What follows belongs to an exercise in optimizing a design on an open flow for small area, a short achievable clock period and few clock cycles; a production flow would make more cautious choices. RTL that was checked went through simulation tests only; none was proved equivalent to the original. Power and IR drop assume default switching activity.

==> flow/design.v (excerpt) <==
module execution (
	input  logic                     CLK,
	input  logic                     reset,
	input  logic [154:0]             issue,
	input  logic                     issue_req,
	output logic                     issue_ack,
	output logic [119:0]             result,
	output logic                     result_valid
);
Size in the first run: ~500 flip-flops, about 0.037 mm2 of cells after synthesis.
export LEC_CHECK = 0
export ABC_CLOCK_PERIOD_IN_PS = 3000
export CAP_MARGIN = 20
export CORE_MARGIN = 2
export CORE_UTILIZATION = 70
export SETUP_SLACK_MARGIN = 5
export SLEW_MARGIN = 20
create_clock -name core_clock -period 10.0 [get_ports {CLK}]
standard.sh (not shown) runs the stock make flow with config.mk's settings and CLKGATE_MAP_FILE= SYNTH_SCRIPT=/design/flow/synth_recipe.tcl, a recipe that flattens the netlist after the stock synthesis.
==> flow/flow/run.sh <==
#!/bin/bash
# The standard flow's own layout (standard.sh) with two changes: the repair steps aim for a
# 6.3 ns setup margin instead of 5, and the port buffers are buf_2 cells.
set -euo pipefail
s=$(cat standard.sh)
s=${s//SETUP_SLACK_MARGIN=5/SETUP_SLACK_MARGIN=6.3}
s=${s//'"${@:-finish}"'/'"BUFFER_PORTS_ARGS=-buffer_cell sky130_fd_sc_hd__buf_2" "${@:-finish}"'}
printf '%s\n' "$s" > own_standard.sh
bash own_standard.sh > layout.log 2>&1
Testbench counts at the start, summed over its fixed seeds: cycles 11,756.
Then changed:
--- a/flow/flow/run.sh
+++ b/flow/flow/run.sh
@@ -3 +3 @@
-# 6.3 ns setup margin instead of 5, and the port buffers are buf_2 cells.
+# 6.7 ns setup margin instead of 5, and the port buffers are buf_2 cells.
@@ -6 +6 @@
-s=${s//SETUP_SLACK_MARGIN=5/SETUP_SLACK_MARGIN=6.3}
+s=${s//SETUP_SLACK_MARGIN=5/SETUP_SLACK_MARGIN=6.7}
SYNTH_HIERARCHICAL = 1   (was not set)
SYNTH_MINIMUM_KEEP_SIZE = 0   (was not set)
The new run finished clean.
Non-clock buffer count climbs by 48.
Synthesized area grows by a little under a tenth.
Combinational power rises by about a fifth.
Flip-flop and latch count goes up by 2.
Power rises by roughly a tenth.
Wire length is higher by a little under a tenth.
Final cell count went up by roughly a tenth.
Design area grows by roughly a tenth.
Then changed:
--- a/flow/flow/run.sh
+++ b/flow/flow/run.sh
@@ -3 +3 @@
-# 6.7 ns setup margin instead of 5, and the port buffers are buf_2 cells.
+# 6.3 ns setup margin instead of 5, and the port buffers are buf_2 cells.
@@ -6 +6 @@
-s=${s//SETUP_SLACK_MARGIN=5/SETUP_SLACK_MARGIN=6.7}
+s=${s//SETUP_SLACK_MARGIN=5/SETUP_SLACK_MARGIN=6.3}
After rerunning: Routed wire length fell by 12%. Synthesized area does not change. Clock skew rose by 0.025 ns. Hold slack is better by 0.0062 ns. Utilization fell by 2.8 points. Design area fell by 3.5%. Worst setup slack is better by 0.13 ns.
Then changed:
--- a/flow/flow/run.sh
+++ b/flow/flow/run.sh
@@ -3 +3 @@
-# 6.3 ns setup margin instead of 5, and the port buffers are buf_2 cells.
+# 6.5 ns setup margin instead of 5, and the port buffers are buf_2 cells.
@@ -6 +6 @@
-s=${s//SETUP_SLACK_MARGIN=5/SETUP_SLACK_MARGIN=6.3}
+s=${s//SETUP_SLACK_MARGIN=5/SETUP_SLACK_MARGIN=6.5}
Outcome:
- utilization grows by 1.1 points
- power grows by 2.5%
- critical path depth went down by 7
- maximum frequency increases by 3.9%
- non-clock buffer count grows by 28
- final area increases by 1.4%
- via count went up by 1.7%
- sequential share of layout area goes down by 0.31 points
- worst setup slack gets better by 0.14 ns
- register-to-register slack improves by 0.14 ns

Setup of ember:
Another version of the RTL of execution (not shown whole).
For scale: roughly 3800 cells after synthesis, roughly 370 flip-flops, ~280 I/O pins.
==> flow/config.mk <==
export PLATFORM = sky130hd
export DESIGN_NAME = execution
export DESIGN_NICKNAME = execution
export VERILOG_FILES = /design/flow/design.v
export SDC_FILE = /design/flow/constraint.sdc
export NUM_CORES = 4
export LEC_CHECK = 0
export ABC_CLOCK_PERIOD_IN_PS = 5000
export CAP_MARGIN = 20
export CORE_MARGIN = 2
export CORE_UTILIZATION = 55
export SETUP_SLACK_MARGIN = 5
export SLEW_MARGIN = 20
==> flow/constraint.sdc <==
create_clock -name core_clock -period 10.0 [get_ports {CLK}]
set_input_delay 2.0000 -clock core_clock [delete_from_list [all_inputs] [get_ports {CLK}]]
set_output_delay 2.0000 -clock core_clock [all_outputs]
set_load 0.01 [all_outputs]
run.sh (not shown) runs the stock make flow with config.mk's settings and CLKGATE_MAP_FILE= SYNTH_SCRIPT=/design/flow/synth_recipe.tcl, a recipe that flattens the netlist after the stock synthesis.
Stock flow here: none of the scripts above is used.
ember ended with every stage complete and zero timing, DRC or antenna violations.
Input changes introduced in delta (baseline for comparison: ember):
Settings: SETUP_SLACK_MARGIN: 5 -> unset; ABC_CLOCK_PERIOD_IN_PS: 5000 -> unset; CORE_UTILIZATION: 55 -> 40.
[summary]
Met3 global-route usage in delta vs ember: down 4.7 points
| placeable core area | delta vs ember | worse |
Cell area | delta vs ember | delta smaller
Looking at ember and delta, the xor-xnor portion of the synthesized cell area is a wash.
For the global-route usage, delta came in 11 points lower than ember did.
Taking ember as the reference point, the via count of delta falls by 7.1%.
No run of this note included a check of the RTL's function; only the layout flow was run.

Setup of v17:
Another version of the RTL of execution (not shown whole).
For scale: about 4,100 cells after synthesis.
Settings: LEC_CHECK=0, ABC_CLOCK_PERIOD_IN_PS=3000, CAP_MARGIN=20, CORE_MARGIN=2, CORE_UTILIZATION=55, SETUP_SLACK_MARGIN=5, SLEW_MARGIN=20, SYNTH_HIERARCHICAL=1, SYNTH_MINIMUM_KEEP_SIZE=0; clock period 10.0 ns.
standard.sh (not shown) runs the stock make flow with config.mk's settings and CLKGATE_MAP_FILE= SYNTH_SCRIPT=/design/flow/synth_recipe.tcl, a recipe that flattens the netlist after the stock synthesis.
==> flow/flow/run.sh <==
#!/bin/bash
# The standard flow's own layout (standard.sh) with two changes: the repair steps aim for a
# 6 ns setup margin instead of 5, and the port buffers are buf_2 cells.
set -euo pipefail
s=$(cat standard.sh)
s=${s//SETUP_SLACK_MARGIN=5/SETUP_SLACK_MARGIN=6}
s=${s//'"${@:-finish}"'/'"BUFFER_PORTS_ARGS=-buffer_cell sky130_fd_sc_hd__buf_2" "${@:-finish}"'}
printf '%s\n' "$s" > own_standard.sh
bash own_standard.sh > layout.log 2>&1
Here is what was changed in the inputs of v15 compared with v17.
Settings: CORE_UTILIZATION now 70, was 55.
Findings:
Setup slack after layout: v15 higher than v17
Going from v17 to v15, global-route usage grows by 8.7 points.
When the final numbers for v15 and v17 were put side by side, the worst reg-to-reg path cell count turned out to be smaller in v15.
Cell count (higher): v17
Final design instance area without fill improves in v15 relative to v17.
Input changes introduced in v50 (baseline for comparison: v15):
==> flow/flow/run.sh <==
#!/bin/bash
# The standard flow's own layout (standard.sh), with the repair steps aiming for a larger setup margin.
set -euo pipefail
sed -e 's/SETUP_SLACK_MARGIN=[-0-9.]*/SETUP_SLACK_MARGIN=6/' standard.sh > own_standard.sh
bash own_standard.sh > layout.log 2>&1
[summary]
Compared v50 against v15; worst hold slack within noise.
In the metrics for v15 and v50, the one carrying the higher post-route minimum period is v15.
In the tables for v15 and v50, routed wire length reads lower with v15.
From v15 to v50, post-synthesis cell type count did not move at all.
[compare] base=v15 new=v50: switching share of total power grew by 0.38 points, count of clock-buffer cells in the layout grew by 1.4%.
Here is what was changed in the inputs of v27 compared with v50.
Settings: CORE_UTILIZATION: 70 -> 55.
==> flow/flow/run.sh <==
#!/bin/bash
# The standard flow's own layout (standard.sh) with two changes: the repair steps aim for a
# 6.5 ns setup margin instead of 5, and the port buffers are buf_2 cells.
set -euo pipefail
s=$(cat standard.sh)
s=${s//SETUP_SLACK_MARGIN=5/SETUP_SLACK_MARGIN=6.5}
s=${s//'"${@:-finish}"'/'"BUFFER_PORTS_ARGS=-buffer_cell sky130_fd_sc_hd__buf_2" "${@:-finish}"'}
printf '%s\n' "$s" > own_standard.sh
bash own_standard.sh > layout.log 2>&1
==> comparison <==
Shortest clock period the worst path allows after layout: lower on v50
Measured against each other, v27 and v50 differ in maximum number of pins on one net before global-route repair, the higher figure coming from v50.
Between v50 and v27, the flow reports wire length of the first global-routing pass decreasing slightly.
No run of this note included a check of the RTL's function; only the layout flow was run.

execution, a different RTL version from the one above (not shown whole).
Size in the first run: about 500 flip-flops, roughly 280 I/O pins, roughly 40000 um2 of cells after synthesis.
Settings: LEC_CHECK=0, ABC_CLOCK_PERIOD_IN_PS=3000, CAP_MARGIN=20, CORE_MARGIN=2, CORE_UTILIZATION=70, SETUP_SLACK_MARGIN=5, SLEW_MARGIN=20, SYNTH_HIERARCHICAL=1, SYNTH_MINIMUM_KEEP_SIZE=0; clock period 10.0 ns.
==> flow/flow/run.sh <==
#!/bin/bash
# The standard flow's own layout (standard.sh) with two changes: the repair steps aim for a
# 6.6 ns setup margin instead of 5, and the port buffers are buf_2 cells.
set -euo pipefail
s=$(cat standard.sh)
s=${s//SETUP_SLACK_MARGIN=5/SETUP_SLACK_MARGIN=6.6}
s=${s//'"${@:-finish}"'/'"BUFFER_PORTS_ARGS=-buffer_cell sky130_fd_sc_hd__buf_2" "${@:-finish}"'}
printf '%s\n' "$s" > own_standard.sh
bash own_standard.sh > layout.log 2>&1
The baseline completed without violations.
Testbench counts at the start, summed over its fixed seeds: cycles 11,756.
Then changed:
--- a/flow/flow/run.sh
+++ b/flow/flow/run.sh
@@ -3 +3 @@
-# 6.6 ns setup margin instead of 5, and the port buffers are buf_2 cells.
+# 6 ns setup margin instead of 5, and the port buffers are buf_2 cells.
@@ -6 +6 @@
-s=${s//SETUP_SLACK_MARGIN=5/SETUP_SLACK_MARGIN=6.6}
+s=${s//SETUP_SLACK_MARGIN=5/SETUP_SLACK_MARGIN=6}
Effect: Utilization is lower by 3.2 points. Count of clock-buffer cells in the layout is higher by 7. Setup slack gets better by 0.030 ns. Die area is unchanged.
Then changed:
--- a/flow/flow/run.sh
+++ b/flow/flow/run.sh
@@ -3 +3 @@
-# 6 ns setup margin instead of 5, and the port buffers are buf_2 cells.
+# 6.3 ns setup margin instead of 5, and the port buffers are buf_2 cells.
@@ -6 +6 @@
-s=${s//SETUP_SLACK_MARGIN=5/SETUP_SLACK_MARGIN=6}
+s=${s//SETUP_SLACK_MARGIN=5/SETUP_SLACK_MARGIN=6.3}
Outcome: Design area rises slightly; critical path depth does not change; global-route usage is higher by 0.34 points; count of clock-buffer cells in the layout falls by 2; synthesized area is unchanged; worst setup slack gains 0.20 ns; die area is unchanged.

what the ideal ports hide:
Ports are ideal in the flow. The routed layouts listed here were re-timed in OpenROAD. Step 1, drivers: a clkbuf_16 drives CLK and a buf_2 each remaining input, both assumed. Step 2 times the ports against the registers' clock, not the clock port: input delays grow and output delays shrink by t, the midpoint of the rising clock arrivals with the driver on. Slacks: no drivers / after step 1 / after step 2; pairs: no drivers / after step 1.
| run | t, ns | slack for setup (ns) | worst hold slack (ns) | worst setup path after step 2 |
|---|---|---|---|---|
| the first run of note 1 | 0.684 | 6.156 / 6.156 / 5.492 | 0.328 / 0.328 / 0.328 | input to register |
| the second run of note 1 | 0.690 | 6.192 / 6.192 / 5.978 | 0.332 / 0.332 / 0.332 | input to register |
| the third run of note 1 | 0.703 | 6.321 / 6.321 / 5.738 | 0.338 / 0.338 / 0.338 | input to register |
| the fourth run of note 1 | 0.709 | 6.458 / 6.458 / 5.992 | 0.336 / 0.336 / 0.336 | input to register |
| ember | 0.641 | 4.604 / 4.604 / 4.604 | 0.306 / 0.306 / 0.306 | register to register |
| delta | 0.676 | 2.605 / 2.605 / 2.605 | 0.299 / 0.299 / 0.299 | register to register |
| v17 | 0.698 | 5.837 / 5.837 / 5.499 | 0.328 / 0.328 / 0.328 | input to register |
| v15 | 0.691 | 5.888 / 5.888 / 5.523 | 0.339 / 0.339 / 0.339 | input to register |
| v50 | 0.684 | 5.979 / 5.979 / 5.420 | 0.339 / 0.339 / 0.339 | input to register |
| v27 | 0.702 | 5.901 / 5.901 / 5.901 | 0.339 / 0.339 / 0.339 | register to register |
| the first run of note 4 | 0.686 | 6.066 / 6.066 / 5.949 | 0.327 / 0.327 / 0.327 | input to register |
| the second run of note 4 | 0.693 | 6.096 / 6.096 / 5.451 | 0.333 / 0.333 / 0.333 | input to register |
| the third run of note 4 | 0.697 | 6.297 / 6.298 / 5.812 | 0.311 / 0.311 / 0.311 | input to register |
After both steps setup and hold are still met in every run listed. The setup slack of the first run of note 1, which loses most, moves by 0.000 ns with the drivers and by -0.664 ns with both steps.
